This design comes from an exercise in tuning for small area on the open sky130 flow, not from production work. In this exercise RTL edits were held to simulation tests only and were not proved equivalent to the original. Power is estimated from default activity; no workload was simulated.

===== design.v =====
package icmp_pkg;
    localparam int MAX_PACKET = 2047;
    localparam int CNT_W      = $clog2(MAX_PACKET + 1);
    localparam int LEN_W      = 11;
    localparam int CFG_IDX_W  = 1;
    localparam int CFG_DATA_W = 16;
    localparam logic [CFG_IDX_W-1:0] CFG_ECHO_ID      = CFG_IDX_W'(0);
    localparam logic [CFG_IDX_W-1:0] CFG_REPORT_OTHER = CFG_IDX_W'(1);
    localparam logic [CNT_W-1:0] POS_VER_IHL = CNT_W'(0);
    localparam logic [CNT_W-1:0] POS_TTL     = CNT_W'(8);
    localparam logic [CNT_W-1:0] POS_PROTO   = CNT_W'(9);
    localparam logic [CNT_W-1:0] OFF_TYPE    = CNT_W'(0);
    localparam logic [CNT_W-1:0] OFF_CODE    = CNT_W'(1);
    localparam logic [CNT_W-1:0] OFF_ID_LO   = CNT_W'(4);
    localparam logic [CNT_W-1:0] OFF_ID_HI   = CNT_W'(5);
    localparam logic [CNT_W-1:0] OFF_SEQ_LO  = CNT_W'(6);
    localparam logic [CNT_W-1:0] OFF_SEQ_HI  = CNT_W'(7);
    localparam logic [CNT_W-1:0] OFF_SEC_LO  = CNT_W'(8);
    localparam logic [CNT_W-1:0] OFF_SEC_HI  = CNT_W'(11);
    localparam logic [CNT_W-1:0] OFF_USEC_LO = CNT_W'(12);
    localparam logic [CNT_W-1:0] OFF_USEC_HI = CNT_W'(15);
    localparam logic [7:0]       PROTO_ICMP      = 8'd1;
    localparam logic [7:0]       ICMP_ECHO_REPLY = 8'd0;
    localparam logic [CNT_W-1:0] MIN_IP_LEN      = CNT_W'(20);
    localparam logic [CNT_W-1:0] ICMP_HDR_LEN    = CNT_W'(8);
    localparam logic [CNT_W-1:0] ICMP_ECHO_LEN   = CNT_W'(16);
    localparam logic [19:0]      USEC_PER_SEC    = 20'd1000000;
    typedef enum logic [1:0] {
        KIND_DROP  = 2'd0,
        KIND_ECHO  = 2'd1,
        KIND_OTHER = 2'd2
    } t_kind;
    typedef struct packed {
        logic [7:0]         data_byte;
        logic               last_byte;
        logic signed [31:0] recv_sec;
        logic [19:0]        recv_usec;
    } t_in;
    typedef struct packed {
        t_kind              kind;
        logic [LEN_W-1:0]   icmp_len;
        logic [7:0]         msg_type;
        logic [7:0]         msg_code;
        logic [15:0]        seq;
        logic [7:0]         ttl;
        logic signed [31:0] rtt_sec;
        logic [19:0]        rtt_usec;
    } t_out;
    typedef struct packed {
        logic [15:0] echo_id;
        logic        report_other;
    } t_cfg;
    typedef struct packed {
        logic [CNT_W-1:0] byte_count;
        logic [5:0]       hdr_len;
        logic [7:0]       protocol;
        logic [7:0]       ttl;
        logic [7:0]       msg_type;
        logic [7:0]       msg_code;
        logic [15:0]      id;
        logic [15:0]      seq;
        logic [31:0]      send_sec;
        logic [31:0]      send_usec;
    } t_pkt;
    typedef struct packed {
        t_kind            kind;
        logic [LEN_W-1:0] icmp_len;
        logic [7:0]       msg_type;
        logic [7:0]       msg_code;
        logic [15:0]      seq;
        logic [7:0]       ttl;
        logic [31:0]      send_sec;
        logic [31:0]      send_usec;
        logic [31:0]      recv_sec;
        logic [19:0]      recv_usec;
    } t_job;
endpackage
module icmp_echo_reply_parser (
    input  logic                                i_clk,
    input  logic                                i_rst_n,
    input  logic                                i_valid,
    output logic                                o_ready,
    input  icmp_pkg::t_in                       i_data,
    output logic                                o_valid,
    input  logic                                i_ready,
    output icmp_pkg::t_out                      o_data,
    input  logic                                i_cfg_we,
    input  logic [icmp_pkg::CFG_IDX_W-1:0]      i_cfg_idx,
    input  logic [icmp_pkg::CFG_DATA_W-1:0]     i_cfg_data
);
    logic [15:0] r_echo_id;
    logic        r_report_other;
    always_ff @(posedge i_clk) begin
        if (!i_rst_n) begin
            r_echo_id      <= 16'd0;
            r_report_other <= 1'b1;
        end else if (i_cfg_we) begin
            if (i_cfg_idx == icmp_pkg::CFG_ECHO_ID)      r_echo_id      <= i_cfg_data;
            if (i_cfg_idx == icmp_pkg::CFG_REPORT_OTHER) r_report_other <= i_cfg_data[0];
        end
    end
    logic r_hv;      
    logic r_tv;      
    logic r_rv;      
    logic back_ready;
    logic pop;
    logic to_tail;
    assign back_ready = !r_rv || i_ready;
    assign pop        = r_hv && back_ready;
    logic [10:0] r_cnt;
    logic [3:0]  r_hl4;
    logic        r_proto_ok;  
    logic [7:0]  r_nttl;     
    logic [7:0]  r_ntype;
    logic [7:0]  r_ncode;
    logic [15:0] r_id;
    logic [15:0] r_nseq;
    logic [31:0] r_nssec;    
    logic [19:0] r_nsu;      
    logic        r_neg;      
    logic        r_big;      
    logic [7:0]  din;
    logic        accept;
    logic        push;
    logic        wr;
    logic [3:0]  hl4_c;
    logic [7:0]  rel;        
    logic        in_icmp;
    logic [3:0]  off;
    logic [10:0] cnt_inc;
    assign din     = i_data.data_byte;
    assign o_ready = !r_tv;
    assign accept  = i_valid && !r_tv;
    assign push    = accept && i_data.last_byte;
    assign wr      = accept && (r_cnt != 11'd2047);
    assign hl4_c   = (r_cnt == 11'd0) ? din[3:0] : r_hl4;
    assign rel     = {1'b0, r_cnt[6:0]} - {2'b00, hl4_c, 2'b00};
    assign in_icmp = (r_cnt[10:7] == 4'd0) && !rel[7] && (rel[6:4] == 3'd0);
    assign off     = rel[3:0];
    assign cnt_inc = (r_cnt == 11'd2047) ? r_cnt : r_cnt + 11'd1;
    logic w15;
    logic neg_c;
    logic big_c;
    assign w15   = wr && in_icmp && (off == 4'd15);
    assign neg_c = w15 ? din[7] : r_neg;
    assign big_c = w15 ? (r_big || (din[6:0] != 7'd0)) : r_big;
    logic [10:0] len;
    logic [10:0] ilen;
    logic        ilen_bw;
    logic        icmp_ok;
    logic        e_new;
    logic        o_new;
    logic        k_e;
    logic        k_o;
    logic        keep;
    assign len             = cnt_inc;
    assign {ilen_bw, ilen} = {1'b0, len} - {6'd0, hl4_c, 2'b00};
    assign icmp_ok = r_proto_ok && (len >= 11'd20) && !ilen_bw && (ilen[10:3] != 8'd0);
    assign e_new   = icmp_ok && (r_ntype == 8'hFF) && (r_id == r_echo_id) && (ilen[10:4] != 7'd0);
    assign o_new   = icmp_ok && (r_ntype != 8'hFF) && r_report_other;
    assign k_e     = r_tv ? r_proto_ok : e_new;
    assign k_o     = r_tv ? r_neg : o_new;
    assign keep    = k_e || k_o;
    logic [31:0] rs;
    logic [19:0] ru;
    logic [31:0] ds;
    logic [19:0] ud;
    logic        k16, k32, k10, k20;
    logic        ud_co;
    logic        borrow;
    assign rs = i_data.recv_sec;
    assign ru = i_data.recv_usec;
    icmp_rca #(16) u_ds0 (.a(rs[15:0]),  .b(r_nssec[15:0]),  .ci(1'b1), .s(ds[15:0]),  .co(k16));
    icmp_rca #(16) u_ds1 (.a(rs[31:16]), .b(r_nssec[31:16]), .ci(1'b0), .s(ds[31:16]), .co(k32));
    icmp_rca #(10) u_ud0 (.a(ru[9:0]),   .b(r_nsu[9:0]),     .ci(1'b1), .s(ud[9:0]),   .co(k10));
    icmp_rca #(10) u_ud1 (.a(ru[19:10]), .b(r_nsu[19:10]),   .ci(1'b0), .s(ud[19:10]), .co(k20));
    assign ud_co  = k20 || (k10 && (ud[19:10] == 10'h3FF));
    assign borrow = !neg_c && (big_c || !ud_co);
    assign to_tail = push && r_hv && !pop;
    always_ff @(posedge i_clk) begin
        if (!i_rst_n) begin
            r_cnt <= 11'd0;
        end else if (r_tv) begin
            if (pop) r_cnt <= 11'd0;
        end else if (accept) begin
            if (!i_data.last_byte) r_cnt <= cnt_inc;
            else if (!to_tail)     r_cnt <= 11'd0;
        end
    end
    always_ff @(posedge i_clk) begin
        if (wr) begin
            if (r_cnt == 11'd0) r_hl4 <= din[3:0];
            if (r_cnt == 11'd8) r_nttl <= ~din;
            if (r_cnt == 11'd9 && !to_tail) r_proto_ok <= (din == icmp_pkg::PROTO_ICMP);
            if (in_icmp) begin
                case (off)
                    4'd0:  r_ntype     <= ~din;
                    4'd1:  r_ncode     <= ~din;
                    4'd4:  if (!to_tail) r_id[7:0] <= din;
                    4'd5:  r_id[15:8]  <= din;
                    4'd6:  r_nseq[7:0]  <= ~din;
                    4'd7:  r_nseq[15:8] <= ~din;
                    default: ;
                endcase
            end
        end
        if (to_tail) begin
            r_nssec   <= ds;
            r_nsu     <= ud;
            r_big     <= borrow;
            r_id[1:0] <= {k16, k10};
            r_neg     <= o_new;
            r_proto_ok <= e_new;
        end else if (wr && in_icmp) begin
            case (off)
                4'd8:  r_nssec[7:0]   <= ~din;
                4'd9:  r_nssec[15:8] <= ~din;
                4'd10: r_nssec[23:16] <= ~din;
                4'd11: r_nssec[31:24] <= ~din;
                4'd12: r_nsu[7:0]    <= ~din;
                4'd13: r_nsu[15:8]   <= ~din;
                4'd14: begin
                    r_nsu[19:16] <= ~din[3:0];
                    r_big       <= (din[7:4] != 4'd0);
                end
                4'd15: begin
                    r_neg <= neg_c;
                    r_big <= big_c;
                end
                default: ;
            endcase
        end
    end
    logic        h_e;
    logic [10:0] h_ilen;
    logic [7:0]  h_code;
    logic [7:0]  h_u8;
    logic [15:0] h_seq;
    logic        h_b;
    logic        h_k16, h_k10;
    logic [31:0] h_ds;
    logic [19:0] h_du;
    always_ff @(posedge i_clk) begin
        if (!i_rst_n) begin
            r_hv <= 1'b0;
            r_tv <= 1'b0;
        end else begin
            if (!r_hv || pop) r_hv <= r_tv || push;
            if (r_tv) begin
                if (pop) r_tv <= 1'b0;
            end else begin
                r_tv <= to_tail;
            end
        end
    end
    logic sel_n;
    logic sel_t;
    assign sel_n = k_e && !r_tv;
    assign sel_t = k_e && r_tv;
    always_ff @(posedge i_clk) begin
    end
    logic h_ld;
    logic h_hold;
    logic ld_n;
    logic ld_t;
    logic ld_e;
    logic ld_o;
    logic ld_k;
    assign h_ld   = !r_hv || pop;
    assign h_hold = !h_ld;
    assign ld_n   = h_ld && sel_n;
    assign ld_t   = h_ld && sel_t;
    assign ld_e   = h_ld && k_e;
    assign ld_o   = h_ld && k_o;
    assign ld_k   = h_ld && keep;
    always_ff @(posedge i_clk) begin
        if (h_ld) h_e <= k_e;
    end
    always_ff @(posedge i_clk) begin
        h_ilen <= (ilen & {11{ld_k}}) | (h_ilen & {11{h_hold}});
        h_code <= (~r_ncode & {8{ld_k}}) | (h_code & {8{h_hold}});
        h_u8   <= (~r_nttl & {8{ld_e}}) | (~r_ntype & {8{ld_o}}) | (h_u8 & {8{h_hold}});
        h_seq  <= (~r_nseq & {16{ld_e}}) | (h_seq & {16{h_hold}});
        h_b    <= (ld_n && borrow) || (ld_t && r_big) || (h_hold && h_b);
        h_k10  <= (ld_n && k10) || (ld_t && r_id[0]) || (h_hold && h_k10);
        h_k16  <= (ld_n && k16) || (ld_t && r_id[1]) || (h_hold && h_k16);
        h_ds   <= (ds & {32{ld_n}}) | (r_nssec & {32{ld_t}}) | (h_ds & {32{h_hold}});
        h_du   <= (ud & {20{ld_n}}) | (r_nsu & {20{ld_t}}) | (h_du & {20{h_hold}});
    end
    logic        q_e;
    logic [10:0] q_ilen;
    logic [7:0]  q_code;
    logic [7:0]  q_u8;
    logic [15:0] q_seq;
    logic [31:0] q_rtt_s;
    logic [19:0] q_rtt_u;
    logic [31:0] rtt_s;
    logic [19:0] rtt_u;
    logic [31:0] xs;
    logic [32:16] ic;
    logic [32:0] sk;
    logic        uc;
    assign xs[15:0] = h_ds[15:0];
    assign ic[16]   = h_k16;
    for (genvar i = 16; i < 32; i++) begin : g_inc
        assign xs[i]   = h_ds[i] ^ ic[i];
        assign ic[i+1] = h_ds[i] && ic[i];
    end
    assign sk[0] = h_b;
    for (genvar i = 0; i < 32; i++) begin : g_dec
        assign rtt_s[i] = xs[i] ^ sk[i];
        assign sk[i+1]  = sk[i] && !xs[i];
    end
    assign rtt_u[5:0] = h_du[5:0];
    icmp_rca #(14) u_usec (.a(h_du[19:6]),
                           .b((icmp_pkg::USEC_PER_SEC[19:6] & {14{h_b}}) | {9'd0, h_k10, 4'd0}),
                           .ci(1'b0), .s(rtt_u[19:6]), .co(uc));
    always_ff @(posedge i_clk) begin
        if (!i_rst_n) begin
            r_rv <= 1'b0;
        end else if (back_ready) begin
            r_rv <= r_hv;
        end
    end
    always_ff @(posedge i_clk) begin
        if (back_ready) begin
            q_e     <= h_e;
            q_ilen  <= h_ilen;
            q_code  <= h_code;
            q_u8    <= h_u8;
            q_seq   <= h_seq;
            q_rtt_s <= rtt_s;
            q_rtt_u <= rtt_u;
        end
    end
    assign o_valid = r_rv;
    always_comb begin
        o_data          = '0;
        o_data.kind     = icmp_pkg::t_kind'({(q_ilen != 11'd0) && !q_e, q_e});
        o_data.icmp_len = q_ilen;
        o_data.msg_type = q_e ? 8'd0 : q_u8;
        o_data.msg_code = q_code;
        o_data.seq      = q_seq;
        o_data.ttl      = q_e ? q_u8 : 8'd0;
        o_data.rtt_sec  = $signed(q_rtt_s);
        o_data.rtt_usec = q_rtt_u;
    end
endmodule
module icmp_rca #(parameter int W = 8) (
    input  logic [W-1:0] a,
    input  logic [W-1:0] b,
    input  logic         ci,
    output logic [W-1:0] s,
    output logic         co
);
    logic [W:0] c;
    assign c[0] = ci;
    for (genvar i = 0; i < W; i++) begin : g_bit
        assign s[i]   = a[i] ^ b[i] ^ c[i];
        assign c[i+1] = (a[i] & b[i]) | (c[i] & (a[i] ^ b[i]));
    end
    assign co = c[W];
endmodule

===== flow/run.sh =====
#!/bin/bash
# Own flow: the standard layout (standard.sh with the standard flow's synthesis script
# synth_recipe.tcl), run from a copy of ORFS's scripts folder with these
# changes to how the layout is built:
#  - synthesis maps the logic with ABC's area script (ABC_AREA=1), and that
#    script (flow/abc_area.script) is an area-oriented one: dch + amap, twice;
#  - Yosys's extract_fa extracts full adders only (extract_fa -fa): half
#    adders are left to ABC, which maps them with fewer inverters.
#    Registers are mapped by dfflibmap as in the standard synthesis, so they
#    are the standard synthesis's registers (same names and cell types);
#  - the port buffers that global placement inserts are the smallest buffer,
#    sky130_fd_sc_hd__buf_1, instead of the cell buffer_ports picks itself;
#  - clock tree synthesis uses clkbuf_8 in small sink clusters and inserts no
#    dummy loads.
set -euo pipefail
here=$(pwd)
rm -rf "$here/scripts_abc"
cp -r "$FLOW_HOME/scripts" "$here/scripts_abc"
cp "$here/flow/abc_area.script" "$here/scripts_abc/abc_area.script"
sed -i 's/extract_fa {\*}\[dont_use_extract_fa_args\]/extract_fa -fa/' "$here/scripts_abc/synth.tcl"
grep -q 'extract_fa -fa$' "$here/scripts_abc/synth.tcl"
export BUFFER_PORTS_ARGS="-buffer_cell sky130_fd_sc_hd__buf_1"
export CTS_ARGS="-sink_clustering_enable -repair_clock_nets -sink_clustering_size 20 -sink_clustering_max_diameter 55 -buf_list sky130_fd_sc_hd__clkbuf_8 -dont_use_dummy_load"
bash standard.sh SCRIPTS_DIR="$here/scripts_abc" ABC_AREA=1 finish > standard_make.log 2>&1

===== constraint.sdc =====
create_clock -name core_clock -period 10.0 [get_ports {i_clk}]
set_input_delay 2.0000 -clock core_clock [delete_from_list [all_inputs] [get_ports {i_clk}]]
set_output_delay 2.0000 -clock core_clock [all_outputs]
set_load 0.01 [all_outputs]

===== config.mk =====
export PLATFORM = sky130hd
export DESIGN_NAME = icmp_echo_reply_parser
export DESIGN_NICKNAME = icmp_echo_reply_parser
export VERILOG_FILES = /design/flow/design.v
export SDC_FILE = /design/flow/constraint.sdc
export NUM_CORES = 4
export LEC_CHECK = 0
export CAP_MARGIN = 20
export CORE_MARGIN = 2
export CORE_UTILIZATION = 55
export SLEW_MARGIN = 20

===== flow/abc_area.script =====
strash
dch
amap
strash
dch
amap
topo
stime -c

===== standard.sh =====
#!/bin/bash
# synth_recipe.tcl (not shown) runs the flow's synth.tcl, then flattens the netlist and writes it again
# the make line also repeats each setting of config.mk as NAME=value (left out here)
make -C /OpenROAD-flow-scripts/flow DESIGN_CONFIG=/design/flow/config.mk WORK_HOME=/design/flow/orfs CLKGATE_MAP_FILE= SYNTH_SCRIPT=/design/flow/synth_recipe.tcl "${@:-finish}"

==> impl_metrics.toml, run 1 <==
[outcome]
status = "complete, no violations"

[timing]
finalCriticalPeriod_ns = 7.41
drv_slew = 0
fmax_mhz = 135
finalSetupViolCount = 0
fin_setup_tns_ns = 0
hold_violations = 0
relSlewSlack_pct = 32.6
worst_pin_slew_ns = 1.01
finalCritPeriodShare_pct = 74.1
rsz0062_at_grt = "no"
skew_ns = 0.0584

[cells_and_area]
fill_cells = 2220
final_cells = 1856
nets = 1660
final_core_util_pct = 61.8
multiInputGateArea_um2 = 4480
seq_area_um2 = 8950
layout-drive-gt1-share_pct = 3.03
areaGrowthSynthToFinish_pct = 11.5

[worst_setup_path]
r2r-end = "q_rtt_s[31]"
rrSetupSlack_ns = 3.07
r2r_start = "h_b"
crit_path_end = "r_nssec[31]"
crit_path_start_kind = "input pin"
end_kind = "flop"
worst-path-max-fanout = 2
path_depth = 23
cp-startpoint = "i_data[36]"
cp.arrival_ns = 7.72
cp_slowest_cell = "fa_1"
critPathMaxStageDelay_ns = 0.41
reg2reg_depth = 63
cp_top_family = "adder cells"
crit_type = "in -> reg"
crit_required_ns = 10.32
worst_path_most_repeated_cell = "fa_1"
timing.critical_path.buf_inv = 6
crit_chain = "buf_1 > clkinv_1 > nor2_1 > fa_1 > fa_1 > fa_1 > fa_1 > fa_1 > fa_1 > clkinv_1 > fa_1 > clkinv_1 > fa_1 > fa_1 > fa_1 > fa_1 > fa_1 > clkinv_1 > fa_1 > clkinv_1 > fa_1 > a21oi_1 > o21ai_0"

[clock_network]
cts_setup_buffers = 0
path_clk_slew_ns = 0.10
cts.path.max_buffers = 3
ctsHoldBuffers = 0
htreeDepth = 1
insertion_delay_ns = 0.60
post_cts_resized = 0
cts_tree = "built"
cts_buffers = 28
clockRootBuffer = "clkbuf_8"
clock_sinks = 341

[synth]
synth_top_family_by_area = "compound AO/OA/AOI/OAI gates"
synth_compound_area_share_pct = 14.2
syn_area_per_cell_um2 = 11.1
yosysSeqAreaShare_pct = 62.5
synthTopCellsByArea = "edfxtp_1 44%, dfxtp_1 18%, fa_1 7.7%"
synth_top_area_cell = "edfxtp_1"
netlist_area_um2 = 14300
netlist.area_leader.share_pct = 44.5
synthSimpleGateAreaFrac_pct = 9.03
netlist_instances = 1291
synth_cell_types = 38
yosys.area_share.xor_xnor_pct = 0.184
ys_seq_elements = 341
yosys_warnings = 1
syn-num-nets = 1429
synthAdderAreaFrac_pct = 7.69
synth_mux_area_share_pct = 0

[placement]
place.gp.congestion = 0.856
port-buffer-count = 189
dpl.hpwl_mm = 22.8
place_inst = 1827

[die]
die_area_um2 = 27300
row_count = 59
fp.dieH_um = 165
start_util_pct = 55.4
io_pins = 190
core_area_um2 = 25800
dieWidth_um = 165

[run]
cap_violations = 0

[global_route]
overflow = 0
grt_antenna_before_repair = 1
grt_max_degree = 67
grt_first_pass_wirelength_mm = 51.1
track_usage_pct = 24.3
grt_pass1_vias = 9447

[route]
first_iter_violations = 741
first_pass_iters = 5
wl_per_cell_um = 17.5
antenna_left = 0
vias = 10000
drc = 0
via_per_inst = 5.39
drt-total-wl_mm = 32.5

[pwr]
p_leak_nw = 5.44
powerDensity_nw_per_um2 = 146
ir_worst_vdd_v = 0.0000977

[min_path]
min_path_type = "reg -> reg"
hold_depth = 0
worstHoldStart = "h_e"
## final cells by class
type,instances,area share [%]
Timing Repair Buffer,202,5.13
Tap cell,335,2.63
Antenna cell,1,0.0157
Inverter,241,5.67
Clock buffer,28,2.41
Sequential cell,341,56.1
Multi-Input combinational cell,708,28.1
## cell usage after synthesis
library cell,count
o21a_1,6
nand3_1,7
dfxtp_1,129
or2_0,3
a2111o_1,1
nor2b_1,3
nand2b_1,2
or3_1,5
clkinv_1,241
o22ai_1,29
o21ai_0,172
o32ai_1,1
o221ai_1,56
a211o_1,1
xor2_1,3
a41oi_1,1
fa_1,55
or4_1,2
edfxtp_1,212
nand4_1,4
o31ai_1,2
buf_4,1
a2111oi_0,2
nor2_1,133
o21bai_1,1
nand2_1,145
and2_0,1
a31oi_1,2
nor4_1,5
a22oi_1,14
a221o_1,1
nor3_1,11
a311o_1,1
a21oi_1,27
o221a_1,1
o311ai_0,1
o22a_1,9
a31o_1,1
## flip-flops by register name, indices dropped and copies added, names as in the netlist, 4 cells and up
register	flops
h_code	8
h_ds	32
h_du	20
h_ilen	11
h_seq	16
h_u8	8
q_code	8
q_ilen	11
q_rtt_s	32
q_rtt_u	20
q_seq	16
q_u8	8
r_cnt	11
r_echo_id	16
r_hl4	4
r_id	16
r_ncode	8
r_nseq	16
r_nssec	32
r_nsu	20
r_nttl	8
r_ntype	8
## cell usage in the layout (no fill, tap or decap), types with 3 or more instances in the layout
cell,n
a21oi_1,27
a22oi_1,14
buf_1,189
buf_4,12
clkbuf_8,28
clkinv_1,241
dfxtp_1,129
edfxtp_1,212
fa_1,55
nand2_1,144
nand3_1,7
nand4_1,4
nor2_1,131
nor3_1,11
nor4_1,5
o21a_1,6
o21ai_0,171
o221ai_1,56
o22a_1,9
o22ai_1,29
or2_0,3
or3_1,5
xor2_1,3
## logic make-up (layout without fill, tap and decap cells)
kind of cell | after synthesis | count (layout)
AOI/OAI and AO/OA | 329 | 329
adders and majority gates | 55 | 55
DFF | 341 | 341
and+or+nand+nor | 321 | 321
buffers and inverters | 242 | 471
xor gates and xnor gates | 3 | 3
other | 0 | 1
## power breakdown
part / total (W) / internal, W / leakage, nW / switching, W
Clock: 0.000670 / 0.000249 / 0.201 / 0.000421
Combinational: 0.000141 / 0.0000457 / 1.99 / 0.0000954
Sequential: 0.00151 / 0.00150 / 3.25 / 0.00000986
Total: 0.00232 / 0.00180 / 5.44 / 0.000526
## metrics by stage
stage	instance area [µm²]	total power, W	hold slack (ns)	setup slack, ns
finish	16000	0.00232	0.389	2.59
global route	16000	0.00242	0.390	1.72
CTS	16000	0.00235	0.391	2.60
detailed placement	15600	0.00169	0.405	1.97
global placement	15600	0.00168	0.401	2.12
floorplan	14300	0.00162	0.400	0.488
## per-layer routing
layer,wire [µm],track usage [%],up-vias
met5,0,0,-
met4,626,5.49,0
met3,1940,3.25,53
met2,15200,39.7,293
met1,14800,35.0,4700
li1,-,-,4954
## worst min path at each step
| stage | slack, ns | endpoint |
|---|---|---|
| final | 0.39 | q_e |
| after detailed placement | 0.41 | q_e |
| after floorplan | 0.40 | q_e |
| after CTS | 0.39 | q_e |
| after global placement | 0.40 | q_e |
| after global routing | 0.39 | q_e |
==> inputs of run 2 (changes only) <==
--- a/flow/run.sh
+++ b/flow/run.sh
@@ -20,5 +20,5 @@
 sed -i 's/extract_fa {\*}\[dont_use_extract_fa_args\]/extract_fa -fa/' "$here/scripts_abc/synth.tcl"
 grep -q 'extract_fa -fa$' "$here/scripts_abc/synth.tcl"
 export BUFFER_PORTS_ARGS="-buffer_cell sky130_fd_sc_hd__buf_1"
-export CTS_ARGS="-sink_clustering_enable -repair_clock_nets -sink_clustering_size 20 -sink_clustering_max_diameter 55 -buf_list sky130_fd_sc_hd__clkbuf_8 -dont_use_dummy_load"
+export CTS_ARGS="-sink_clustering_enable -repair_clock_nets -sink_clustering_size 18 -sink_clustering_max_diameter 60 -buf_list sky130_fd_sc_hd__clkbuf_8 -dont_use_dummy_load"
 bash standard.sh SCRIPTS_DIR="$here/scripts_abc" ABC_AREA=1 finish > standard_make.log 2>&1
--- a/config.mk
+++ b/config.mk
@@ -7,5 +7,5 @@
 export LEC_CHECK = 0
 export CAP_MARGIN = 20
 export CORE_MARGIN = 2
-export CORE_UTILIZATION = 55
+export CORE_UTILIZATION = 70
 export SLEW_MARGIN = 20
==> run 2 against run 1 <==
Utilization up 17 points. Largest cell class unchanged. Global-route usage up 5.7 points. Synthesized cell count unchanged. Non-clock buffer count unchanged. Final area down 1.0%. Sequential share of layout area up 0.58 points. Register-to-register slack worse by 0.11 ns. Area after synthesis unchanged. Worst hold slack better by 0.011 ns.
==> impl_metrics.toml, run 2 <==
[outcome]
status = "complete, no violations"

[synth]
synth_top_family_by_area = "compound AO/OA/AOI/OAI gates"
synth_edf_count = 212
yosys.area_share.xor_xnor_pct = 0.184
synth_compound_area_share_pct = 14.2
syn_area_per_cell_um2 = 11.1
synthSimpleGateAreaFrac_pct = 9.03
synth_mux_area_share_pct = 0
yosys_warnings = 1
syn-num-nets = 1429
netlist.area_leader.share_pct = 44.5
ys.flop_type = "edfxtp_1"
netlist_area_um2 = 14300
synth_top_area_cell = "edfxtp_1"
yosysSeqAreaShare_pct = 62.5
netlist_instances = 1291
yosysMostFrequentCell = "clkinv_1"
ys_seq_elements = 341
netlist_top_cells_count = "241 x clkinv_1, 212 x edfxtp_1, 172 x o21ai_0"
async_flop_share_pct = 0
synthTopCellsByArea = "edfxtp_1 44%, dfxtp_1 18%, fa_1 7.7%"
synth_cell_types = 38
synthAdderAreaFrac_pct = 7.69

[clock_network]
cts.path.max_buffers = 3
clockRootBuffer = "clkbuf_8"
post_cts_resized = 0
cts_setup_buffers = 0
clock_sinks = 341
cts_buffers = 23
htreeDepth = 1
path_clk_slew_ns = 0.10
cts_tree = "built"
insertion_delay_ns = 0.56
ctsHoldBuffers = 0

[timing]
fmax_mhz = 134
fin_setup_tns_ns = 0
finalSetupViolCount = 0
drv_slew = 0
finalCritPeriodShare_pct = 74.8
skew_ns = 0.0308
rsz0062_at_grt = "no"
worst_pin_slew_ns = 1.07
hold_violations = 0
relSlewSlack_pct = 28.7
finalCriticalPeriod_ns = 7.48

[worst_setup_path]
cp.arrival_ns = 7.85
crit_type = "in -> reg"
worst_path_most_repeated_cell = "fa_1"
cp_top_family = "adder cells"
end_kind = "flop"
worst-path-max-fanout = 2
critPathMaxStageDelay_ns = 0.43
crit_required_ns = 10.37
timing.critical_path.buf_inv = 7
crit_chain = "buf_1 > clkinv_1 > nand2_1 > fa_1 > fa_1 > fa_1 > fa_1 > clkinv_1 > fa_1 > fa_1 > fa_1 > clkinv_1 > fa_1 > fa_1 > fa_1 > fa_1 > fa_1 > clkinv_1 > fa_1 > clkinv_1 > fa_1 > clkinv_1 > fa_1 > o21ai_0"
crit_path_start_kind = "input pin"
cp_slowest_cell = "fa_1"

[die]
start_util_pct = 71.0
die_area_um2 = 21600
core_area_um2 = 20200
dieWidth_um = 147
row_count = 52
io_pins = 190
fp.dieH_um = 147

[route]
via_per_inst = 5.80
drt-total-wl_mm = 31.9
vias = 10400
first_iter_violations = 781
wl_per_cell_um = 17.9
drc = 0
antenna_left = 0
first_pass_iters = 5

[global_route]
track_usage_pct = 30.0
grt_first_pass_wirelength_mm = 50.7
grt_pass1_vias = 9902
grt_antenna_before_repair = 1
overflow = 0
grt_max_degree = 79

[cells_and_area]
nets = 1655
areaGrowthSynthToFinish_pct = 10.4
layout-drive-gt1-share_pct = 2.64
final_core_util_pct = 78.3
most-common-layout-cells = "241 x clkinv_1, 212 x edfxtp_1, 189 x buf_1, 171 x o21ai_0, 144 x nand2_1"
reg.largest.list = "h_ds: 32 flops, q_rtt_s: 32 flops, r_nssec: 32 flops"
antenna_cells = 0
fill_cells = 1357
final_common_cell = "clkinv_1"

[placement]
dpl.hpwl_mm = 22.4
port-buffer-count = 189
place.gp.congestion = 0.886

[pwr]
power.internal_w = 0.00176
switching_share_pct = 22.3
p_sw_w = 0.000505
ir_worst_vdd_v = 0.000139
powerDensity_nw_per_um2 = 143
pwr-share-clk_pct = 26.8
p_comb_share_pct = 6.3
p_leak_nw = 5.40
seq_power_share_pct = 66.9

[min_path]
min_path_type = "reg -> reg"

[run]
cap_violations = 0
==> run 2: cell counts after synthesis <==
Identical to the previous run, type by type.
==> run 2: power by group through the flow <==
stage	sequential, W	clock (W)	combinational, W
2_1_floorplan	0.00155	0	0.0000784
3_3_place_gp	0.00154	0	0.000136
3_5_place_dp	0.00154	0	0.000141
4_1_cts	0.00151	0.000611	0.000142
5_1_grt	0.00151	0.000659	0.000160
6_report	0.00151	0.000607	0.000143
==> run 2: path summary, 6_finish.rpt <==
path / slack, ns / endpoint / from / depth (start not counted)
worst min-delay path: 0.40 / q_ilen[4] / h_ilen[4] / 0
worst min register to register: 0.40 / q_ilen[4] / h_ilen[4] / 0
worst max-delay path: 2.52 / r_nssec[15] / i_data[20] / 24
worst max register to register: 2.96 / h_ilen[2] / r_cnt[0] / 34
==> run 2: area by class of cell <==
| type | count | area, µm² | share of cell area (%) |
|---|---|---|---|
| Sequential cell | 341 | 8950 | 56.6 |
| Multi-Input combinational cell | 708 | 4490 | 28.4 |
| Clock buffer | 23 | 317 | 2.00 |
| Inverter | 241 | 905 | 5.73 |
| Timing Repair Buffer | 202 | 807 | 5.11 |
| Tap cell | 270 | 338 | 2.14 |
==> run 2: metrics by stage <==
step                setup WS (ns)  area (µm²)  hold WS, ns  instances  total power [W]
floorplan                   0.488       14300        0.400       1291          0.00162
global placement             2.14       15500        0.405       1762          0.00168
detailed placement           1.98       15500        0.414       1762          0.00169
CTS                          2.56       15800        0.396       1785          0.00227
global route                 1.92       15800        0.420       1785          0.00233
finish                       2.52       15800        0.400       1785          0.00226
==> run 2: logic make-up after synthesis <==
logic type | after synthesis
buffers and inverters | 242
AND/OR/NAND/NOR | 321
XOR/XNOR | 3
AO/OA/AOI/OAI | 329
adder cells (fa/ha/maj) | 55
flip-flops | 341
==> run 2: layer usage <==
| metal | track usage (%) | vias to the layer above | wire length, µm |
|---|---|---|---|
| li1 | - | 4944 | - |
| met1 | 42.3 | 4961 | 13300 |
| met2 | 50.1 | 390 | 15400 |
| met3 | 3.63 | 56 | 2300 |
| met4 | 9.04 | 2 | 801 |
| met5 | 0 | - | 13 |
==> inputs of run 3 (changes only) <==
--- a/config.mk
+++ b/config.mk
@@ -7,5 +7,5 @@
 export LEC_CHECK = 0
 export CAP_MARGIN = 20
 export CORE_MARGIN = 2
-export CORE_UTILIZATION = 70
+export CORE_UTILIZATION = 55
 export SLEW_MARGIN = 20
==> run 3 against run 2 <==
Still clean on timing, DRC and antenna. Sequential power is essentially flat. Sequential share of layout area is 0.48 points lower. Final area rose by 0.86%. Via count shrank 3.5%. Area after synthesis stayed put. Flip-flop and latch count is the same. Cell count increased by 3.9%. Register-to-register slack better by 0.02 ns. Worst setup slack gained 0.065 ns. Global-route usage shrank 5.8 points. Clock-buffer cell count increased by 3. Fmax up 0.88%. Critical endpoint is now r_nssec[30]. Largest cell class unchanged. Largest power group unchanged.
==> impl_metrics.toml, run 3 <==
[outcome]
status = "complete, no violations"

[cells_and_area]
nets = 1658
areaGrowthSynthToFinish_pct = 11.3
final_common_cell = "clkinv_1"
final_core_util_pct = 61.7
reg.largest.list = "h_ds: 32 flops, q_rtt_s: 32 flops, r_nssec: 32 flops"
layout-drive-gt1-share_pct = 2.90
most-common-layout-cells = "241 x clkinv_1, 212 x edfxtp_1, 189 x buf_1, 171 x o21ai_0, 144 x nand2_1"

[route]
drt-total-wl_mm = 32.4
vias = 9986
first_iter_violations = 820
antenna_left = 0
first_pass_iters = 5
drc = 0
wl_per_cell_um = 17.5
via_per_inst = 5.39

[global_route]
met2_usage_pct = 39.1
overflow = 0
grt_pass1_vias = 9407
track_usage_pct = 24.2
met1_usage_pct = 34.9
grt_util_met3_pct = 3.42
busiest_layer = "met2"
grt_first_pass_wirelength_mm = 50.9
grt_max_degree = 67
grt_antenna_before_repair = 1

[timing]
drv_slew = 0
worst_pin_slew_ns = 1.04
skew_ns = 0.0487
hold_slack_ns = 0.406
relSlewSlack_pct = 30.9
finalCriticalPeriod_ns = 7.42
fmax_mhz = 135
fin_setup_tns_ns = 0
finalSetupViolCount = 0
rsz0062_at_grt = "no"
hold_violations = 0
finalCritPeriodShare_pct = 74.2

[die]
core_area_um2 = 25800
io_pins = 190
die_area_um2 = 27300
row_count = 59
dieWidth_um = 165
start_util_pct = 55.4
fp.dieH_um = 165

[clock_network]
ctsHoldBuffers = 0
clockRootBuffer = "clkbuf_8"
cts_setup_buffers = 0
path_clk_slew_ns = 0.09
htreeDepth = 1
cts_buffers = 26
clock_sinks = 341
insertion_delay_ns = 0.59
cts_tree = "built"
cts.path.max_buffers = 3
post_cts_resized = 0

[synth]
async_flop_share_pct = 0
synthTopCellsByArea = "edfxtp_1 44%, dfxtp_1 18%, fa_1 7.7%"
syn_area_per_cell_um2 = 11.1
netlist_top_cells_count = "241 x clkinv_1, 212 x edfxtp_1, 172 x o21ai_0"
netlist_instances = 1291
yosysSeqAreaShare_pct = 62.5
ys.flop_type = "edfxtp_1"
netlist_area_um2 = 14300
yosys_warnings = 1
yosysMostFrequentCell = "clkinv_1"
syn-num-nets = 1429
synth_top_area_cell = "edfxtp_1"
synth_cell_types = 38
ys_seq_elements = 341
netlist.area_leader.share_pct = 44.5
synth_edf_count = 212

[worst_setup_path]
crit_required_ns = 10.35
crit_type = "in -> reg"
crit_path_start_kind = "input pin"
end_kind = "flop"
cp.arrival_ns = 7.77
worst-path-max-fanout = 2

[pwr]
ir_worst_vdd_v = 0.0000956
powerDensity_nw_per_um2 = 144
p_leak_nw = 5.43

[placement]
place.gp.congestion = 0.856
port-buffer-count = 189
dpl.hpwl_mm = 22.8

[run]
cap_violations = 0

[min_path]
min_path_type = "reg -> reg"
==> run 3: path summary, 6_finish.rpt <==
path | slack, ns | endpoint | cells after the start | from
worst max-delay path | 2.58 | r_nssec[30] | 23 | i_data[36]
worst max register to register | 2.98 | h_ilen[1] | 32 | r_cnt[0]
worst min-delay path | 0.41 | q_e | 0 | h_e
worst min register to register | 0.41 | q_e | 0 | h_e
==> run 3: where the power goes <==
part / internal (W) / switching (W)
clock network: 0.000233 / 0.000416
logic: 0.0000458 / 0.0000953
registers: 0.00150 / 0.00000978
total: 0.00178 / 0.000521
==> run 3: metal layers <==
layer  wire length (µm)  part of all wire [%]
met1              14800                    46
met2              14800                    46
met3               1920                   5.9
met4                915                   2.8
met5                  0                     0
==> run 3: cell type report <==
class	count	area, µm²
Clock buffer	26	358
Antenna cell	1	2.50
Inverter	241	905
Fill cell	2223	9900
Multi-Input combinational cell	708	4480
Tap cell	335	419
Sequential cell	341	8950
Timing Repair Buffer	202	820
==> run 3: per-stage QoR <==
stage / cells / total power, W / setup slack [ns] / instance area (µm²)
2_1_floorplan: 1291 / 0.00162 / 0.488 / 14300
3_3_place_gp: 1826 / 0.00168 / 2.12 / 15600
3_5_place_dp: 1827 / 0.00169 / 1.97 / 15600
4_1_cts: 1853 / 0.00232 / 2.59 / 15900
5_1_grt: 1853 / 0.00239 / 1.69 / 15900
6_report: 1854 / 0.00230 / 2.58 / 15900
==> run 3: critical path, stage by stage <==
cell      delay, ns
buf_1          0.08
clkinv_1       0.05
nor2_1         0.05
fa_1           0.38
fa_1           0.41
fa_1           0.39
fa_1           0.40
fa_1           0.40
fa_1           0.38
clkinv_1       0.06
fa_1           0.16
clkinv_1       0.07
fa_1           0.38
fa_1           0.39
fa_1           0.39
fa_1           0.40
fa_1           0.38
clkinv_1       0.06
fa_1           0.16
clkinv_1       0.07
fa_1           0.48
clkinv_1       0.07
o21ai_0        0.15
==> run 3: cells by family after synthesis <==
logic type	synth area share (%)
flip-flops	62.5
adder cells (fa/ha/maj)	7.69
XOR/XNOR	0.184
buffers and inverters	6.37
AND/OR/NAND/NOR	9.03
AO/OA/AOI/OAI	14.2
==> inputs of run 4 (changes only) <==
--- a/flow/run.sh
+++ b/flow/run.sh
@@ -21,4 +21,4 @@
 grep -q 'extract_fa -fa$' "$here/scripts_abc/synth.tcl"
 export BUFFER_PORTS_ARGS="-buffer_cell sky130_fd_sc_hd__buf_1"
 export CTS_ARGS="-sink_clustering_enable -repair_clock_nets -sink_clustering_size 18 -sink_clustering_max_diameter 60 -buf_list sky130_fd_sc_hd__clkbuf_8 -dont_use_dummy_load"
-bash standard.sh SCRIPTS_DIR="$here/scripts_abc" ABC_AREA=1 finish > standard_make.log 2>&1
+bash standard.sh SCRIPTS_DIR="$here/scripts_abc" ABC_AREA=1 ADDER_MAP_FILE= finish > standard_make.log 2>&1
--- a/config.mk
+++ b/config.mk
@@ -7,5 +7,5 @@
 export LEC_CHECK = 0
 export CAP_MARGIN = 20
 export CORE_MARGIN = 2
-export CORE_UTILIZATION = 55
+export CORE_UTILIZATION = 70
 export SLEW_MARGIN = 20
==> run 4 against run 3 <==
Worst hold slack better by 0.010 ns. Cell count up 3.3%. Critical endpoint is now q_rtt_s[31]. Critical path depth up 24. Sequential power about the same. Still clean on timing, DRC and antenna. Fmax down 1.3%. Synthesized cell count up 9.8%. Highest routed layer is now met5. Largest cell class unchanged. Combinational power about the same.
==> impl_metrics.toml, run 4 <==
[cells_and_area]
most-common-layout-cells = "259 x o21ai_0, 212 x edfxtp_1, 198 x clkinv_1, 189 x buf_1, 180 x nand2_1"
layout-drive-gt1-share_pct = 2.62
nets = 1729
final_common_cell = "o21ai_0"
reg.largest.list = "h_ds: 32 flops, q_rtt_s: 32 flops, r_nssec: 32 flops"
areaGrowthSynthToFinish_pct = 10.7
fill_cells = 1371

[worst_setup_path]
cp_slowest_cell = "dfxtp_1"
crit_path_start_kind = "flop"
crit_type = "reg -> reg"
cp.arrival_ns = 7.80
critPathMaxStageDelay_ns = 0.54
end_kind = "flop"
worst-path-max-fanout = 15
worst_path_most_repeated_cell = "nor2_1"
crit_required_ns = 10.28

[global_route]
track_usage_pct = 31.2
overflow = 0
grt_first_pass_wirelength_mm = 53.9
grt_pass1_vias = 10900
grt_max_degree = 66
grt_antenna_before_repair = 2

[timing]
skew_ns = 0.0725
finalCriticalPeriod_ns = 7.52
rsz0062_at_grt = "no"
finalSetupViolCount = 0
fin_setup_tns_ns = 0
fmax_mhz = 133
relSlewSlack_pct = 35.6
hold_violations = 0
finalCritPeriodShare_pct = 75.2
drv_slew = 0
worst_pin_slew_ns = 0.959

[route]
first_iter_violations = 899
wl_met3_mm = 2.53
wl_met2_mm = 16.2
drc = 0
met1_length_mm = 13.9
vias = 11500
wl_per_cell_um = 17.4
top_layer = "met5"
antenna_left = 0
drt-total-wl_mm = 33.4
via_per_inst = 5.99
first_pass_iters = 5

[pwr]
total_power_w = 0.00229
ir_worst_vdd_v = 0.000110
p_leak_nw = 5.47
powerDensity_nw_per_um2 = 146

[die]
start_util_pct = 70.8
fp.dieH_um = 147
core_area_um2 = 20100
dieWidth_um = 147
row_count = 52
io_pins = 190
die_area_um2 = 21500

[clock_network]
cts_setup_buffers = 0
htreeDepth = 1
ctsHoldBuffers = 0
clock_sinks = 341
insertion_delay_ns = 0.60
clockRootBuffer = "clkbuf_8"
cts_buffers = 25
cts_tree = "built"
cts.path.max_buffers = 3
post_cts_resized = 0
path_clk_slew_ns = 0.10

[synth]
synth_edf_count = 212
ys_seq_elements = 341
yosysSeqAreaShare_pct = 62.9
syn_area_per_cell_um2 = 10.0
netlist_area_um2 = 14200
yosysMostFrequentCell = "o21ai_0"
syn-num-nets = 1501
async_flop_share_pct = 0
ys.flop_type = "edfxtp_1"
synth_top_area_cell = "edfxtp_1"
netlist_top_cells_count = "259 x o21ai_0, 212 x edfxtp_1, 198 x clkinv_1"
synth_cell_types = 38
yosys_warnings = 1
netlist_instances = 1418
netlist.area_leader.share_pct = 44.7
synthTopCellsByArea = "edfxtp_1 45%, dfxtp_1 18%, o21ai_0 9.1%"

[min_path]
min_path_type = "reg -> reg"

[run]
cap_violations = 0

[placement]
dpl.hpwl_mm = 23.3
place.gp.congestion = 0.887
port-buffer-count = 189

[outcome]
status = "complete, no violations"
[run 4: per-stage QoR]
| step | cells | hold slack (ns) | cell area (µm²) | setup WS (ns) | util (%) |
|---|---|---|---|---|---|
| floorplan | 1418 | 0.400 | 14200 | 0.239 | - |
| global placement | 1889 | 0.404 | 15400 | 3.14 | 76.6 |
| detailed placement | 1889 | 0.409 | 15400 | 2.74 | 76.6 |
| CTS | 1914 | 0.420 | 15700 | 2.61 | 78.3 |
| global route | 1914 | 0.439 | 15700 | 1.43 | 78.3 |
| finish | 1916 | 0.416 | 15800 | 2.48 | 78.4 |
[run 4: final cells by class]
class	instances	area [µm²]	share of cell area (%)
clock buffer	25	344	2.18
timing repair buffer	202	807	5.12
multi-input combinational	878	4570	29.0
inverter	198	743	4.72
antenna	2	5.00	0.0318
tap	270	338	2.14
sequential	341	8950	56.8
[run 4: cell families after synthesis]
logic type	count (synthesis)	synth area share, %
AOI/OAI and AO/OA	499	21.0
xor gates and xnor gates	2	0.123
buffers and inverters	199	5.27
DFF	341	62.9
and+or+nand+nor	377	10.8
[run 4: routing by layer]
layer	up-vias	GRT usage [%]
li1	5585	-
met1	5370	42.0
met2	448	53.5
met3	63	4.59
met4	2	8.93
met5	-	0
[run 4: power breakdown]
| part | internal [W] | switching [W] | leakage, nW |
|---|---|---|---|
| registers | 0.00151 | 0.0000112 | 3.25 |
| clock network | 0.000224 | 0.000408 | 0.180 |
| logic | 0.0000433 | 0.000100 | 2.04 |
| total | 0.00177 | 0.000520 | 5.47 |
[run 4: worst max-delay path, delay by kind of cell, from the launching register on]
family	cells	cell delay, ns
AOI/OAI and AO/OA	1	0.04
buffers and inverters	14	1.79
and+or+nand+nor	32	4.85
DFF	1	0.54
[run 4: final timing paths]
| kind | startpoint | end | slack (ns) | cells past startpoint |
|---|---|---|---|---|
| setup / recovery | h_b | q_rtt_s[31] | 2.48 | 47 |
| setup reg to reg | h_b | q_rtt_s[31] | 2.48 | 47 |
| hold / removal | h_seq[13] | q_seq[13] | 0.42 | 0 |
| hold reg to reg | h_seq[13] | q_seq[13] | 0.42 | 0 |
==> inputs of run 5 (changes only) <==
==> flow/run.sh (replaced) <==
#!/bin/bash
# Own flow: the standard layout (standard.sh with the standard flow's synthesis script
# synth_recipe.tcl), run from a copy of ORFS's scripts folder with these
# changes to how the layout is built:
#  - synthesis maps the logic with ABC's area script (ABC_AREA=1), and that
#    script (flow/abc_area.script) is an area-oriented one: dch + amap, twice;
#  - no adder cells: ADDER_MAP_FILE is empty, so Yosys's extract_fa does not
#    run and ABC maps the adders' logic itself, with fewer inverters.
#    Registers are mapped by dfflibmap as in the standard synthesis, so they
#    are the standard synthesis's registers (same names and cell types);
#  - the port buffers that global placement inserts are the smallest buffer,
#    sky130_fd_sc_hd__buf_1, instead of the cell buffer_ports picks itself;
#  - clock tree synthesis uses clkbuf_8 in small sink clusters and inserts no
#    dummy loads.
set -euo pipefail
here=$(pwd)
rm -rf "$here/scripts_abc"
cp -r "$FLOW_HOME/scripts" "$here/scripts_abc"
cp "$here/flow/abc_area.script" "$here/scripts_abc/abc_area.script"
export BUFFER_PORTS_ARGS="-buffer_cell sky130_fd_sc_hd__buf_1"
export CTS_ARGS="-sink_clustering_enable -repair_clock_nets -sink_clustering_size 18 -sink_clustering_max_diameter 60 -buf_list sky130_fd_sc_hd__clkbuf_8 -dont_use_dummy_load"
bash standard.sh SCRIPTS_DIR="$here/scripts_abc" ABC_AREA=1 ADDER_MAP_FILE= finish > standard_make.log 2>&1
==> run 5 against run 4 <==
Cell count stayed put. Worst setup slack stayed put. Fmax stayed put. Largest power group unchanged. Sequential share of layout area stayed put. Clock power hardly changed. Sequential power hardly changed. First-iteration DRC count stayed put. Critical path depth stayed put. Synthesized cell count stayed put. Routed wire length stayed put.
==> impl_metrics.toml, run 5 <==
[route]
drc = 0
via_per_inst = 5.99
first_iter_violations = 899
wl_per_cell_um = 17.4
antenna_left = 0
drt-total-wl_mm = 33.4
first_pass_iters = 5
vias = 11500

[cells_and_area]
fin_area_um2 = 15800
fill_cells = 1371
layout-drive-gt1-share_pct = 2.62
reg.largest.list = "h_ds: 32 flops, q_rtt_s: 32 flops, r_nssec: 32 flops"
most-common-layout-cells = "259 x o21ai_0, 212 x edfxtp_1, 198 x clkinv_1, 189 x buf_1, 180 x nand2_1"
final_core_util_pct = 78.4
nets = 1729
final_common_cell = "o21ai_0"
areaGrowthSynthToFinish_pct = 10.7

[worst_setup_path]
crit_path_end = "q_rtt_s[31]"
crit_type = "reg -> reg"
cp_slowest_cell = "dfxtp_1"
rrSetupSlack_ns = 2.48
reg2reg_depth = 47
r2r_start = "h_b"
cp_top_family = "simple AND/OR/NAND/NOR gates"
cp-startpoint = "h_b"
crit_required_ns = 10.28
timing.critical_path.buf_inv = 14
critPathMaxStageDelay_ns = 0.54
end_kind = "flop"
crit_path_start_kind = "flop"
worst_path_most_repeated_cell = "nor2_1"
r2r-end = "q_rtt_s[31]"
path_depth = 47
cp.arrival_ns = 7.80
worst-path-max-fanout = 15

[timing]
finalCritPeriodShare_pct = 75.2
fmax_mhz = 133
rsz0062_at_grt = "no"
finalSetupViolCount = 0
skew_ns = 0.0725
hold_violations = 0
worst_pin_slew_ns = 0.959
fin_setup_tns_ns = 0
relSlewSlack_pct = 35.6
finalCriticalPeriod_ns = 7.52
drv_slew = 0

[synth]
syn-num-nets = 1501
netlist_area_um2 = 14200
netlist.area_leader.share_pct = 44.7
synth_cell_types = 38
synth_top_area_cell = "edfxtp_1"
yosys.area_share.xor_xnor_pct = 0.123
synth_mux_area_share_pct = 0
ys_seq_elements = 341
synthSimpleGateAreaFrac_pct = 10.8
synth_edf_count = 212
yosys_warnings = 1
synthAdderAreaFrac_pct = 0
netlist_top_cells_count = "259 x o21ai_0, 212 x edfxtp_1, 198 x clkinv_1"
syn_area_per_cell_um2 = 10.0
ys.flop_type = "edfxtp_1"
synthTopCellsByArea = "edfxtp_1 45%, dfxtp_1 18%, o21ai_0 9.1%"
netlist_instances = 1418
async_flop_share_pct = 0
yosysMostFrequentCell = "o21ai_0"
yosysSeqAreaShare_pct = 62.9
synth_top_family_by_area = "compound AO/OA/AOI/OAI gates"
synth_compound_area_share_pct = 21.0

[pwr]
p_leak_nw = 5.47
total_power_w = 0.00229
ir_worst_vdd_v = 0.000110
powerDensity_nw_per_um2 = 146
p_comb_share_pct = 6.3
pwr-share-clk_pct = 27.6
seq_power_share_pct = 66.2
switching_share_pct = 22.7
p_sw_w = 0.000520
power.internal_w = 0.00177

[clock_network]
htreeDepth = 1
clock_sinks = 341
clockRootBuffer = "clkbuf_8"
cts_setup_buffers = 0
cts_buffers = 25
path_clk_slew_ns = 0.10
ctsHoldBuffers = 0
insertion_delay_ns = 0.60
cts.path.max_buffers = 3
cts_tree = "built"
post_cts_resized = 0

[outcome]
status = "complete, no violations"

[die]
row_count = 52
dieWidth_um = 147
io_pins = 190
fp.dieH_um = 147
die_area_um2 = 21500
core_area_um2 = 20100
start_util_pct = 70.8

[global_route]
overflow = 0
grt_pass1_vias = 10900
track_usage_pct = 31.2
grt_first_pass_wirelength_mm = 53.9
grt_max_degree = 66
grt_antenna_before_repair = 2

[min_path]
hold_depth = 0
min_path_type = "reg -> reg"
worstHoldStart = "h_seq[13]"

[placement]
dpl.hpwl_mm = 23.3
place.gp.congestion = 0.887
placed_area_um2 = 15400
port-buffer-count = 189

[run]
cap_violations = 0
[run 5: logic make-up (layout without fill, tap and decap cells)]
kind of cell / Yosys count / after routing
other: 0 / 2
AOI/OAI and AO/OA: 499 / 499
buffers and inverters: 199 / 425
DFF: 341 / 341
and+or+nand+nor: 377 / 377
xor gates and xnor gates: 2 / 2
[run 5: final cells by class]
| class | count | area (µm²) | area share, % |
|---|---|---|---|
| Tap cell | 270 | 338 | 2.14 |
| Antenna cell | 2 | 5.00 | 0.0318 |
| Clock buffer | 25 | 344 | 2.18 |
| Inverter | 198 | 743 | 4.72 |
| Multi-Input combinational cell | 878 | 4570 | 29.0 |
| Sequential cell | 341 | 8950 | 56.8 |
| Timing Repair Buffer | 202 | 807 | 5.12 |
[run 5: metrics by stage]
step / hold slack (ns) / setup WS, ns / std cells
global route: 0.439 / 1.43 / 1914
floorplan: 0.400 / 0.239 / 1418
finish: 0.416 / 2.48 / 1916
global placement: 0.404 / 3.14 / 1889
CTS: 0.420 / 2.61 / 1914
detailed placement: 0.409 / 2.74 / 1889
[run 5: power groups by stage]
stage               clock, W  combinational [W]  sequential [W]
CTS                 0.000637           0.000142         0.00152
global placement           0           0.000136         0.00155
global route        0.000681           0.000161         0.00152
finish              0.000633           0.000143         0.00152
detailed placement         0           0.000141         0.00155
floorplan                  0          0.0000801         0.00155
[run 5: worst min path at each step]
stage	endpoint	slack [ns]
floorplan	q_e	0.40
global placement	q_e	0.40
detailed placement	q_e	0.41
CTS	q_seq[13]	0.42
global route	q_u8[0]	0.44
finish	q_seq[13]	0.42
[run 5: metal layers]
| metal | vias up | part of all wire, % | track usage (%) |
|---|---|---|---|
| met4 | 2 | 2.3 | 8.93 |
| met2 | 448 | 48 | 53.5 |
| met3 | 63 | 7.6 | 4.59 |
| li1 | 5585 | - | - |
| met5 | - | 0.039 | 0 |
| met1 | 5370 | 42 | 42.0 |
[run 5: worst reg2reg max path: cells and delay by family, from the launching register on]
| kind | cells | cell delay (ns) |
|---|---|---|
| compound gates | 1 | 0.04 |
| buf+inv | 14 | 1.80 |
| flops | 1 | 0.54 |
| simple gates | 32 | 4.86 |
==> inputs of run 6 (changes only) <==
--- a/design.v
+++ b/design.v
@@ -165,16 +165,13 @@
     logic [19:0] ru;
     logic [31:0] ds;
     logic [19:0] ud;
-    logic        k16, k32, k10, k20;
+    logic        k32;
     logic        ud_co;
     logic        borrow;
     assign rs = i_data.recv_sec;
     assign ru = i_data.recv_usec;
-    icmp_rca #(16) u_ds0 (.a(rs[15:0]),  .b(r_nssec[15:0]),  .ci(1'b1), .s(ds[15:0]),  .co(k16));
-    icmp_rca #(16) u_ds1 (.a(rs[31:16]), .b(r_nssec[31:16]), .ci(1'b0), .s(ds[31:16]), .co(k32));
-    icmp_rca #(10) u_ud0 (.a(ru[9:0]),   .b(r_nsu[9:0]),     .ci(1'b1), .s(ud[9:0]),   .co(k10));
-    icmp_rca #(10) u_ud1 (.a(ru[19:10]), .b(r_nsu[19:10]),   .ci(1'b0), .s(ud[19:10]), .co(k20));
-    assign ud_co  = k20 || (k10 && (ud[19:10] == 10'h3FF));
+    icmp_rca #(32) u_ds (.a(rs), .b(r_nssec), .ci(1'b1), .s(ds), .co(k32));
+    icmp_rca #(20) u_ud (.a(ru), .b(r_nsu),   .ci(1'b1), .s(ud), .co(ud_co));
     assign borrow = !neg_c && (big_c || !ud_co);
     assign to_tail = push && r_hv && !pop;
     always_ff @(posedge i_clk) begin
@@ -208,7 +205,6 @@
             r_nssec   <= ds;
             r_nsu     <= ud;
             r_big     <= borrow;
-            r_id[1:0] <= {k16, k10};
             r_neg     <= o_new;
             r_proto_ok <= e_new;
         end else if (wr && in_icmp) begin
@@ -237,7 +233,6 @@
     logic [7:0]  h_u8;
     logic [15:0] h_seq;
     logic        h_b;
-    logic        h_k16, h_k10;
     logic [31:0] h_ds;
     logic [19:0] h_du;
     always_ff @(posedge i_clk) begin
@@ -282,8 +277,6 @@
         h_u8   <= (~r_nttl & {8{ld_e}}) | (~r_ntype & {8{ld_o}}) | (h_u8 & {8{h_hold}});
         h_seq  <= (~r_nseq & {16{ld_e}}) | (h_seq & {16{h_hold}});
         h_b    <= (ld_n && borrow) || (ld_t && r_big) || (h_hold && h_b);
-        h_k10  <= (ld_n && k10) || (ld_t && r_id[0]) || (h_hold && h_k10);
-        h_k16  <= (ld_n && k16) || (ld_t && r_id[1]) || (h_hold && h_k16);
         h_ds   <= (ds & {32{ld_n}}) | (r_nssec & {32{ld_t}}) | (h_ds & {32{h_hold}});
         h_du   <= (ud & {20{ld_n}}) | (r_nsu & {20{ld_t}}) | (h_du & {20{h_hold}});
     end
@@ -297,15 +290,9 @@
     logic [31:0] rtt_s;
     logic [19:0] rtt_u;
     logic [31:0] xs;
-    logic [32:16] ic;
     logic [32:0] sk;
     logic        uc;
-    assign xs[15:0] = h_ds[15:0];
-    assign ic[16]   = h_k16;
-    for (genvar i = 16; i < 32; i++) begin : g_inc
-        assign xs[i]   = h_ds[i] ^ ic[i];
-        assign ic[i+1] = h_ds[i] && ic[i];
-    end
+    assign xs = h_ds;
     assign sk[0] = h_b;
     for (genvar i = 0; i < 32; i++) begin : g_dec
         assign rtt_s[i] = xs[i] ^ sk[i];
@@ -313,7 +300,7 @@
     end
     assign rtt_u[5:0] = h_du[5:0];
     icmp_rca #(14) u_usec (.a(h_du[19:6]),
-                           .b((icmp_pkg::USEC_PER_SEC[19:6] & {14{h_b}}) | {9'd0, h_k10, 4'd0}),
+                           .b(icmp_pkg::USEC_PER_SEC[19:6] & {14{h_b}}),
                            .ci(1'b0), .s(rtt_u[19:6]), .co(uc));
     always_ff @(posedge i_clk) begin
         if (!i_rst_n) begin
--- a/config.mk
+++ b/config.mk
@@ -7,5 +7,5 @@
 export LEC_CHECK = 0
 export CAP_MARGIN = 20
 export CORE_MARGIN = 2
-export CORE_UTILIZATION = 70
+export CORE_UTILIZATION = 80
 export SLEW_MARGIN = 20
==> run 6 against run 5 <==
Still clean. Clock skew decreased by 0.033 ns. Global-route usage is 9.7 points higher. Combinational power is 8% higher. Clock-buffer cell count decreased by 2. Register-to-register slack got worse by 1.7 ns. Sequential power about the same. Critical path type unchanged. Critical endpoint unchanged. Largest cell class unchanged.
==> impl_metrics.toml, run 6 <==
[timing]
hold_violations = 0
worst_pin_slew_ns = 1.07
finalCriticalPeriod_ns = 9.20
fin_ws_ns = 0.802
fin_setup_tns_ns = 0
relSlewSlack_pct = 28.4
skew_ns = 0.0395
finalSetupViolCount = 0
finalCritPeriodShare_pct = 92.0
drv_slew = 0
fmax_mhz = 109

[pwr]
p_leak_nw = 5.41
powerDensity_nw_per_um2 = 147
ir_worst_vdd_v = 0.000120

[cells_and_area]
fill_cells = 760
antenna_cells = 0
reg.largest.list = "h_ds: 32 flops, q_rtt_s: 32 flops, r_nssec: 32 flops"
multiInputGateArea_um2 = 4360
most-common-layout-cells = "236 x o21ai_0, 233 x clkinv_1, 212 x edfxtp_1, 189 x buf_1, 180 x nand2_1"
areaGrowthSynthToFinish_pct = 10.6
final_common_cell = "o21ai_0"
fin_area_um2 = 15600
nets = 1707
layout-drive-gt1-share_pct = 3.08
seq_area_um2 = 8910

[global_route]
grt_first_pass_wirelength_mm = 58.8
grt_max_degree = 68
track_usage_pct = 41.0
grt_pass1_vias = 11900
grt_antenna_before_repair = 2
overflow = 0

[clock_network]
cts.path.max_buffers = 3
path_clk_slew_ns = 0.11
ctsHoldBuffers = 0
clockRootBuffer = "clkbuf_8"
cts_buffers = 23
clock_sinks = 339
htreeDepth = 1
cts_tree = "built"
insertion_delay_ns = 0.58

[worst_setup_path]
end_kind = "flop"
crit_required_ns = 10.33
worst_path_most_repeated_cell = "clkinv_1"
cp_top_family = "simple AND/OR/NAND/NOR gates"
reg2reg_depth = 63
cp_slowest_cell = "dfxtp_4"
crit_type = "reg -> reg"
rrSetupSlack_ns = 0.80
cp.arrival_ns = 9.53
crit_path_start_kind = "flop"
timing.critical_path.buf_inv = 30
path_depth = 63
critPathMaxStageDelay_ns = 0.43
worst-path-max-fanout = 8

[placement]
dpl.hpwl_mm = 26.1
port-buffer-count = 189
placed_area_um2 = 15200
place.gp.congestion = 0.892
pre_cts_ws_ns = 0.726

[die]
dieWidth_um = 137
fp.dieH_um = 137
io_pins = 190
row_count = 48
die_area_um2 = 18700
core_area_um2 = 17300
start_util_pct = 81.6

[min_path]
min_path_type = "reg -> reg"
hold_depth = 0

[route]
wl_per_cell_um = 21.0
drt-total-wl_mm = 38.9
antenna_left = 0
first_iter_violations = 1837
first_pass_iters = 9
via_per_inst = 6.70
vias = 12400
drc = 0

[synth]
yosysMostFrequentCell = "o21ai_0"
synth_edf_count = 212
syn-num-nets = 1479
ys_seq_elements = 339
synth_cell_types = 39
netlist_instances = 1396
ys.flop_type = "edfxtp_1"
yosys_warnings = 1
async_flop_share_pct = 0
netlist_top_cells_count = "242 x o21ai_0, 234 x clkinv_1, 212 x edfxtp_1"
syn_area_per_cell_um2 = 10.1
netlist.area_leader.share_pct = 45.1
yosysSeqAreaShare_pct = 63.1
synth_top_area_cell = "edfxtp_1"
netlist_area_um2 = 14100
synthTopCellsByArea = "edfxtp_1 45%, dfxtp_1 18%, o21ai_0 8.6%"

[outcome]
status = "complete, no violations"

[run]
cap_violations = 0
## run 6: cell types whose count changed after synthesis, sizes merged, moves of 15 or more
cell | before | now
clkinv | 198 | 234
a21oi | 58 | 35
a22oi | 72 | 54
o21ai | 259 | 242
o221ai | 44 | 60
nor2 | 147 | 132
## run 6: layout make-up
class / instances / share of cell area (%)
clock buffers: 23 / 2.03
flip-flops and latches: 339 / 57.1
repair buffers: 204 / 5.40
well taps: 225 / 1.80
multi-input cells: 822 / 28.0
inverters: 234 / 5.66
## run 6: path summary, 6_finish.rpt
path                 from          end
setup / recovery      h_b  q_rtt_s[31]
hold / removal    h_du[5]   q_rtt_u[5]
setup reg to reg      h_b  q_rtt_s[31]
hold reg to reg   h_du[5]   q_rtt_u[5]
## run 6: metrics by stage
stage / instances / hold WS [ns] / utilization (%) / power [W]
after floorplan: 1396 / 0.400 / - / 0.00162
after global placement: 1821 / 0.403 / 87.9 / 0.00167
after detailed placement: 1821 / 0.415 / 87.9 / 0.00169
after CTS: 1844 / 0.424 / 89.7 / 0.00226
after global routing: 1847 / 0.434 / 90.2 / 0.00233
final: 1847 / 0.420 / 90.2 / 0.00229
## run 6: logic make-up (layout without fill, tap and decap cells)
kind of cell,after synthesis,in the layout,share of synthesized area (%)
AO/OA/AOI/OAI,462,462,20.1
XOR/XNOR,1,1,0.0621
flip-flops,339,339,63.1
buffers and inverters,235,461,6.28
AND/OR/NAND/NOR,359,359,10.4
## run 6: repair_timing
action / 4_1_cts / 5_1_grt
resized for setup: 0 / 13
endpoints found under the hold margin: 0 / 0
setup buffers: 0 / 2
endpoints found under the setup margin: 0 / 8
## run 6: metal layers
layer | share of wire [%] | up-vias | global-route usage, %
met5 | 0.028 | - | 0
met4 | 5.6 | 2 | 21.0
met1 | 33 | 5610 | 49.9
met2 | 49 | 1066 | 69.0
met3 | 13 | 238 | 9.04
li1 | - | 5457 | -
## run 6: power breakdown
part / switching (W) / internal [W]
registers: 0.0000121 / 0.00150
logic: 0.000110 / 0.0000439
clock network: 0.000414 / 0.000208
total: 0.000536 / 0.00175

-- port drivers added, routing unchanged --
How much do the figures lean on ideal ports? The routed layouts below were timed once more, with nothing changed but the port constraints.
Step 1, drivers: a clkbuf_16 drives i_clk and a buf_2 each remaining input, both assumed.
Step 2 also shifts input and output timing later by t, the mid clock arrival at the registers, as if the neighbouring blocks saw the same clock.
Slacks: ideal / step 1 / step 2; pairs: ideal / step 1.
run	shift t [ns]	setup slack, ns	hold slack, ns	worst setup path at the end
run 1	0.617	2.595 / 2.620 / 2.002	0.389 / 0.389 / 0.389	input to register
run 2	0.591	2.518 / 2.540 / 1.948	0.400 / 0.400 / 0.400	input to register
run 3	0.605	2.584 / 2.607 / 2.001	0.406 / 0.406 / 0.406	input to register
run 4	0.605	2.484 / 2.484 / 2.484	0.416 / 0.416 / 0.416	register to register
run 5	0.605	2.484 / 2.484 / 2.484	0.416 / 0.416 / 0.416	register to register
run 6	0.604	0.802 / 0.802 / 0.290	0.420 / 0.420 / 0.420	input to register
After both steps setup and hold are still met in every run listed. For run 1, which loses most, drivers alone change the setup slack by +0.025 ns; drivers and shift together by -0.593 ns.
